From an optimization exercise on the open Yosys and OpenROAD flow, aimed at small area and a short achievable clock period; shortcuts taken in it are not production practice.
Only simulation tests tie the RTL to the original design; equivalence was not proved.

## flow/run.sh

```bash
#!/bin/bash
# synth_recipe.tcl (not shown) runs the flow's synth.tcl, then flattens the netlist and writes it again
# the make line also repeats each setting of config.mk as NAME=value (left out here)
make -C /OpenROAD-flow-scripts/flow DESIGN_CONFIG=/design/flow/config.mk WORK_HOME=/design/flow/orfs CLKGATE_MAP_FILE= SYNTH_SCRIPT=/design/flow/synth_recipe.tcl finish
```

## flow/config.mk

```make
export PLATFORM = sky130hd
export DESIGN_NAME = edf_gateway_array
export DESIGN_NICKNAME = edf_gateway_array
export VERILOG_FILES = /design/flow/design.v
export SDC_FILE = /design/flow/constraint.sdc
export NUM_CORES = 4
export LEC_CHECK = 0
export CAP_MARGIN = 20
export CORE_MARGIN = 2
export CORE_UTILIZATION = 40
export SLEW_MARGIN = 20
```

## flow/constraint.sdc

```tcl
create_clock -name core_clock -period 24.0 [get_ports {clk_i}]
set_input_delay 4.8000 -clock core_clock [delete_from_list [all_inputs] [get_ports {clk_i}]]
set_output_delay 4.8000 -clock core_clock [all_outputs]
set_load 0.01 [all_outputs]
```

## flow/design.v

```verilog
package edf_ic_pkg;
    localparam logic REG_CTRL   = 1'b0;
    localparam logic REG_OFFSET = 1'b1;
    localparam int CTRL_EN_BIT   = 0;
    localparam int CTRL_MODE_BIT = 1;
    localparam int CTRL_IP_BIT   = 2;
    localparam int CTRL_BUSY_BIT = 3;
    typedef enum logic {
        MODE_LEVEL = 1'b0,
        MODE_EDGE  = 1'b1
    } trig_mode_e;
    typedef struct packed {
        logic       en;
        trig_mode_e mode;
        logic [31:0] offset;
    } channel_cfg_t;
    function automatic logic [31:0] ctrl_word(input channel_cfg_t cfg,
                                              input logic ip,
                                              input logic busy);
        logic [31:0] w;
        w                = '0;
        w[CTRL_EN_BIT]   = cfg.en;
        w[CTRL_MODE_BIT] = cfg.mode;
        w[CTRL_IP_BIT]   = ip;
        w[CTRL_BUSY_BIT] = busy;
        ctrl_word = w;
    endfunction
endpackage
module edf_gw_chan
#(
    parameter int TsWidth  = 64,
    parameter int OffWidth = 32
) (
    input  logic               clk_i,
    input  logic               rst_ni,
    input  logic               irq,
    input  logic [TsWidth-1:0] mtime,
    input  logic               claim,
    input  logic               complete,
    input  logic               ctrl_we,
    input  logic               off_we,
    input  logic [31:0]        wdata,
    output logic [TsWidth-1:0] dl,
    output logic               ip,
    output logic               busy,
    output edf_ic_pkg::channel_cfg_t cfg
);
    localparam logic [31:0] OffMask =
        (OffWidth >= 32) ? 32'hFFFF_FFFF : ((32'd1 << OffWidth) - 32'd1);
    logic               prev_irq;
    logic [TsWidth-1:0] timestamp;
    logic               req;
    logic               acc_raw;
    logic               claim_hit;
    logic               accept;
    always_comb begin
        req       = (cfg.mode == edf_ic_pkg::MODE_EDGE) ? (irq & ~prev_irq) : irq;
        acc_raw   = req & cfg.en & ~ip & ~busy;
        claim_hit = claim & (ip | acc_raw);
        accept    = acc_raw & ~claim_hit & ~complete;
    end
    always_ff @(posedge clk_i or negedge rst_ni) begin
        if (!rst_ni) prev_irq <= 1'b0;
        else         prev_irq <= irq;
    end
    always_ff @(posedge clk_i or negedge rst_ni) begin
        if (!rst_ni) begin
            cfg <= '0;
        end else begin
            if (ctrl_we) begin
                cfg.en   <= wdata[edf_ic_pkg::CTRL_EN_BIT];
                cfg.mode <= edf_ic_pkg::trig_mode_e'(wdata[edf_ic_pkg::CTRL_MODE_BIT]);
            end
            if (off_we) cfg.offset <= wdata & OffMask;
        end
    end
    always_ff @(posedge clk_i or negedge rst_ni) begin
        if (!rst_ni) begin
            ip        <= 1'b0;
            busy      <= 1'b0;
            timestamp <= '0;
        end else begin
            if (accept) begin
                ip        <= 1'b1;
                timestamp <= mtime;
            end
            if (claim_hit) begin
                ip   <= 1'b0;
                busy <= 1'b1;
            end
            if (complete) busy <= 1'b0;
            if (ctrl_we && !wdata[edf_ic_pkg::CTRL_EN_BIT]) ip <= 1'b0;
        end
    end
    assign dl = timestamp + TsWidth'(cfg.offset);
endmodule
module edf_gateway_array
#(
    parameter int NumIrq   = 8,
    parameter int TsWidth  = 64,
    parameter int OffWidth = 32,
    parameter int IdWidth  = (NumIrq > 1) ? $clog2(NumIrq) : 1
) (
    input  logic               clk_i,
    input  logic               rst_ni,
    input  logic [63:0]        mtime_i,
    input  logic [NumIrq-1:0]  irq_i,
    input  logic               claim_i,
    input  logic [IdWidth-1:0] claim_id_i,
    input  logic               complete_i,
    input  logic [IdWidth-1:0] complete_id_i,
    input  logic               cfg_req_i,
    input  logic               cfg_we_i,
    input  logic [IdWidth:0]   cfg_addr_i,
    input  logic [31:0]        cfg_wdata_i,
    output logic [31:0]        cfg_rdata_o,
    output logic               irq_o,
    output logic [IdWidth-1:0] irq_id_o,
    output logic [TsWidth-1:0] irq_dl_o,
    output logic [NumIrq-1:0]  ip_o
);
    logic [IdWidth-1:0] cfg_ch;
    logic               cfg_reg;
    logic               cfg_ch_ok;
    logic [31:0]        rd_word;
    logic [NumIrq-1:0]  ctrl_we;
    logic [NumIrq-1:0]  off_we;
    logic [NumIrq-1:0]  claim_sel;
    logic [NumIrq-1:0]  complete_sel;
    logic [NumIrq-1:0]  ip_w;
    logic [NumIrq-1:0]  busy_w;
    logic [TsWidth-1:0] dl_w  [NumIrq];
    logic [31:0]        ctrl_rd_w [NumIrq];
    logic [31:0]        off_rd_w  [NumIrq];
    logic               win_vld;
    logic [IdWidth-1:0] win_id;
    logic [TsWidth-1:0] win_dl;
    assign cfg_ch    = cfg_addr_i[IdWidth:1];
    assign cfg_reg   = cfg_addr_i[0];
    assign cfg_ch_ok = ({{(32-IdWidth){1'b0}}, cfg_ch} < 32'(NumIrq));
    for (genvar gi = 0; gi < NumIrq; gi++) begin : g_chan
        logic wr_sel;
        edf_ic_pkg::channel_cfg_t cfg_c;
        assign wr_sel           = cfg_req_i & cfg_we_i & cfg_ch_ok & (cfg_ch == IdWidth'(gi));
        assign ctrl_we[gi]      = wr_sel & (cfg_reg == edf_ic_pkg::REG_CTRL);
        assign off_we[gi]       = wr_sel & (cfg_reg == edf_ic_pkg::REG_OFFSET);
        assign claim_sel[gi]    = claim_i & (claim_id_i == IdWidth'(gi));
        assign complete_sel[gi] = complete_i & (complete_id_i == IdWidth'(gi));
        edf_gw_chan #(
            .TsWidth  (TsWidth),
            .OffWidth (OffWidth)
        ) u_chan (
            .clk_i    (clk_i),
            .rst_ni   (rst_ni),
            .irq      (irq_i[gi]),
            .mtime    (mtime_i[TsWidth-1:0]),
            .claim    (claim_sel[gi]),
            .complete (complete_sel[gi]),
            .ctrl_we  (ctrl_we[gi]),
            .off_we   (off_we[gi]),
            .wdata    (cfg_wdata_i),
            .dl       (dl_w[gi]),
            .ip       (ip_w[gi]),
            .busy     (busy_w[gi]),
            .cfg      (cfg_c)
        );
        assign ctrl_rd_w[gi] = edf_ic_pkg::ctrl_word(cfg_c, ip_w[gi], busy_w[gi]);
        assign off_rd_w[gi]  = cfg_c.offset;
    end
    always_comb begin
        rd_word = '0;
        for (int i = 0; i < NumIrq; i++) begin
            if (cfg_ch_ok && (cfg_ch == IdWidth'(i))) begin
                rd_word = (cfg_reg == edf_ic_pkg::REG_CTRL) ? ctrl_rd_w[i] : off_rd_w[i];
            end
        end
    end
    always_ff @(posedge clk_i or negedge rst_ni) begin
        if (!rst_ni)        cfg_rdata_o <= '0;
        else if (cfg_req_i) cfg_rdata_o <= rd_word;
    end
    always_comb begin
        win_vld = 1'b0;
        win_id  = '0;
        win_dl  = '0;
        for (int i = 0; i < NumIrq; i++) begin
            if (ip_w[i] && (!win_vld || (dl_w[i] < win_dl))) begin
                win_vld = 1'b1;
                win_id  = IdWidth'(i);
                win_dl  = dl_w[i];
            end
        end
    end
    always_ff @(posedge clk_i or negedge rst_ni) begin
        if (!rst_ni) begin
            irq_o    <= 1'b0;
            irq_id_o <= '0;
            irq_dl_o <= '0;
            ip_o     <= '0;
        end else begin
            irq_o    <= win_vld;
            irq_id_o <= win_id;
            irq_dl_o <= win_dl;
            ip_o     <= ip_w;
        end
    end
endmodule
```

==> results.txt <==
Clock Latency Late Sink=0.75 ns; Worst Hold Launch=g_chan[7].u_chan.timestamp[26]; TritonRoute pass-1 iters=8; Async SR Flop Fraction=1.000; fin. max-slew vios=0; hpwl dp=205.9 mm; Layout Cells excl Fill=9812; syn_area_per_cell=9.630 um^2; relative slew slack=0.1817; period utilisation layout=0.9534; drt first-iter violations=5303; cell mode on critical path=a21o_1; outcome=no timing/DRC/antenna violations; Distinct cells, synth=100; Cell Area, Synth=68680 um^2; core area=171200 um^2; Synth Warn #=7; register area share after synthesis=0.3337; Final min period=22.88 ns; largest net degree at the start of global routing=83; Largest delay share family, worst path=compound AO/OA/AOI/OAI gates; via count=58.22k; launching point of the worst reg2reg path=g_chan[0].u_chan.cfg[7]; CTS Hold Bufs=0; Final Hold Fails=0; Die Height=418.4 um; vias per cell=5.934; Arr. time, crit path=23.48 ns; critical path's largest stage delay=0.60 ns; Hold Path Depth=2; die area=175000 um^2; Clock Pin Slew Worst Setup and Hold Paths=0.06 ns; drc violations=0; Congestion Overflow GR=0; clk sinks=916; Setup Crit Path Kind=flop to flop; area delta synth->final=15.32%; Port-buffer cells=227; Final Instance Area=79200 um^2; Synth Area in Compound Gates=0.1487; # rows=152; clock root cell=clkbuf_16; vias in the first global route=55.53k; r2r setup slk=1.12 ns; Finished Core Util=0.4627; GPL Wtd Cong=1.021; EDFF count, synth=0; Worst Setup End Kind=flop; CTS tree=yes; Slowest cell on crit path=or4_4; share of layout cells above drive strength 1=0.1784; Synth area leaders=dfrtp_1 (33%), ha_1 (13%), mux2_2 (13%), xnor2_1 (3.4%), nand2_1 (3.4%); post-synthesis net count=7957; Most used DFF post-synth=dfrtp_1; Starting Density=0.4013; ANT nets after route=0; largest family of logic cells by synthesized area=multiplexers; initial antenna violation count=25; final setup vio count=0; first-pass GRT wire length=373.7 mm; GRT Resource Usage Total=0.2876; Placed Area=74860 um^2; commonest non-fill, non-tap cells in the layout=dfrtp_1 (915), mux2_2 (773), ha_1 (697); Layout Skew=0.03461 ns; adder-cell share of the synthesized area=0.1293; Worst Path Buf+Inv=13; Crit Path Max Fanout=29; Required @ worst endpoint=24.60 ns; Synth Area in Simple Gates=0.1330; final WL=257.0 mm; fmax=43.70 MHz; H-tree depth=3; most common cell after layout, fill and taps aside=dfrtp_1; Post-Synth XOR/XNOR Area=0.05904; reg2reg end=irq_dl_o[43]; boundary pin count=228; smallest hold slack=0.4795 ns; max FFs per register=512; max cap viols=0; Yosys top cell area share=0.3337; CTS buffer count=106; mux contribution to synthesized area=0.1607; nets=8309; top cell type by total area after synthesis=dfrtp_1; Startpoint Class=flop; #FFs+latches synth=916; cells on worst reg2reg path=96; routed len/inst=26.20 um; worst hold path type=flop to flop; Syn Inst Count=7132; die extent in x=418.4 um; fillers=16.19k; worst hold endpoint=g_chan[7].u_chan.timestamp[26]; worst slew pin tran=1.227 ns; Placed Cells=9592; Clock Path Buffers=3
-- metrics by stage --
step                TNS [ns]  setup WS [ns]
finish                     0          1.118
global route        -0.09637       -0.01423
CTS                        0         0.1068
detailed placement    -35.17        -0.5949
global placement      -26.78        -0.4506
floorplan                  0          3.085
-- layout make-up --
type,instances,area [um^2],share of cell area
Clock inverter,51,661.9,0.008357
Sequential cell,916,22930,0.2894
Tap cell,2233,2794,0.03527
Multi-Input combinational cell,5598,43900,0.5543
Antenna cell,5,12.51,0.0001580
Timing Repair Buffer,475,4384,0.05535
Inverter,387,1453,0.01834
Clock buffer,147,3069,0.03875
-- tightest hold or removal path: cells and delay by family (launching register included) --
family           cells  cell delay [ns]
DFF                  1             0.34
and+or+nand+nor      2             0.10
-- cell families after synthesis --
family,count (synthesis)
adders and majority gates,705
and+or+nand+nor,1899
muxes,1002
DFF,916
buffers and inverters,619
xor gates and xnor gates,463
AOI/OAI and AO/OA,1528
-- Yosys cell counts, types with 75 or more instances --
cell type,instances
a21o_1,204
ha_1,697
a22oi_1,106
a21oi_1,404
nand4_1,134
xnor2_1,270
nor3_1,93
nand3_1,178
o21ai_0,235
mux2i_1,206
clkbuf_1,155
a211oi_1,75
nor2_1,423
dfrtp_1,916
nand2b_1,85
and3_1,106
inv_1,385
mux2_2,773
o21a_1,104
nand2_1,622
xor2_1,193
-- worst max-delay path by stage --
stage                   end                     from  slack, ns  depth (start not counted)
3_3_place_gp   irq_dl_o[49]  g_chan[1].u_chan.cfg[4]      -0.45                         95
6_report       irq_dl_o[43]  g_chan[0].u_chan.cfg[7]       1.12                         96
4_1_cts        irq_dl_o[43]  g_chan[0].u_chan.cfg[3]       0.11                         98
2_1_floorplan  irq_dl_o[24]  g_chan[0].u_chan.cfg[0]       3.08                        107
5_1_grt        irq_dl_o[49]  g_chan[1].u_chan.cfg[1]      -0.01                        102
3_5_place_dp   irq_dl_o[23]  g_chan[1].u_chan.cfg[4]      -0.59                         96
-- routing by layer --
| layer | vias up | routed length (um) | GRT usage |
|---|---|---|---|
| li1 | 26750 | - | - |
| met4 | 6 | 8688 | 0.09350 |
| met2 | 2144 | 105700 | 0.4147 |
| met5 | - | 41 | 0 |
| met3 | 332 | 21390 | 0.04648 |
| met1 | 28988 | 121200 | 0.4332 |
-- timing repair --
action / CTS / global route
pin swaps: 1 / 11
gates cloned: 0 / 2
setup endpoints to repair: 67 / 67
setup buffers: 2 / 11
gates resized for setup: 9 / 78

separate check: timing with driven ports:
No port has a modelled driver above. Below, the same layout with a new extraction and two added sets of constraints. Step 1 (the two cells are an assumption about what drives the block):
set clk [get_ports {clk_i}]
set_driving_cell -lib_cell sky130_fd_sc_hd__clkbuf_16 $clk
set_driving_cell -lib_cell sky130_fd_sc_hd__buf_2 [delete_from_list [all_inputs] $clk]
Step 2 moves the port delays by t, midway between the first and last clock arrival at a register: inputs arrive t later, outputs are due t later. That takes back most of the time a late clock gives input paths. Three values: ideal, step 1, step 2; two values: the first two.
t, ns: 0.818
slack for setup (ns): 1.118 / 1.118 / 1.118
hold WS [ns]: 0.480 / 0.480 / 0.480
After both steps this run still meets setup and hold. For this run, drivers alone change the setup slack by 0.000 ns; drivers and shift together by 0.000 ns.
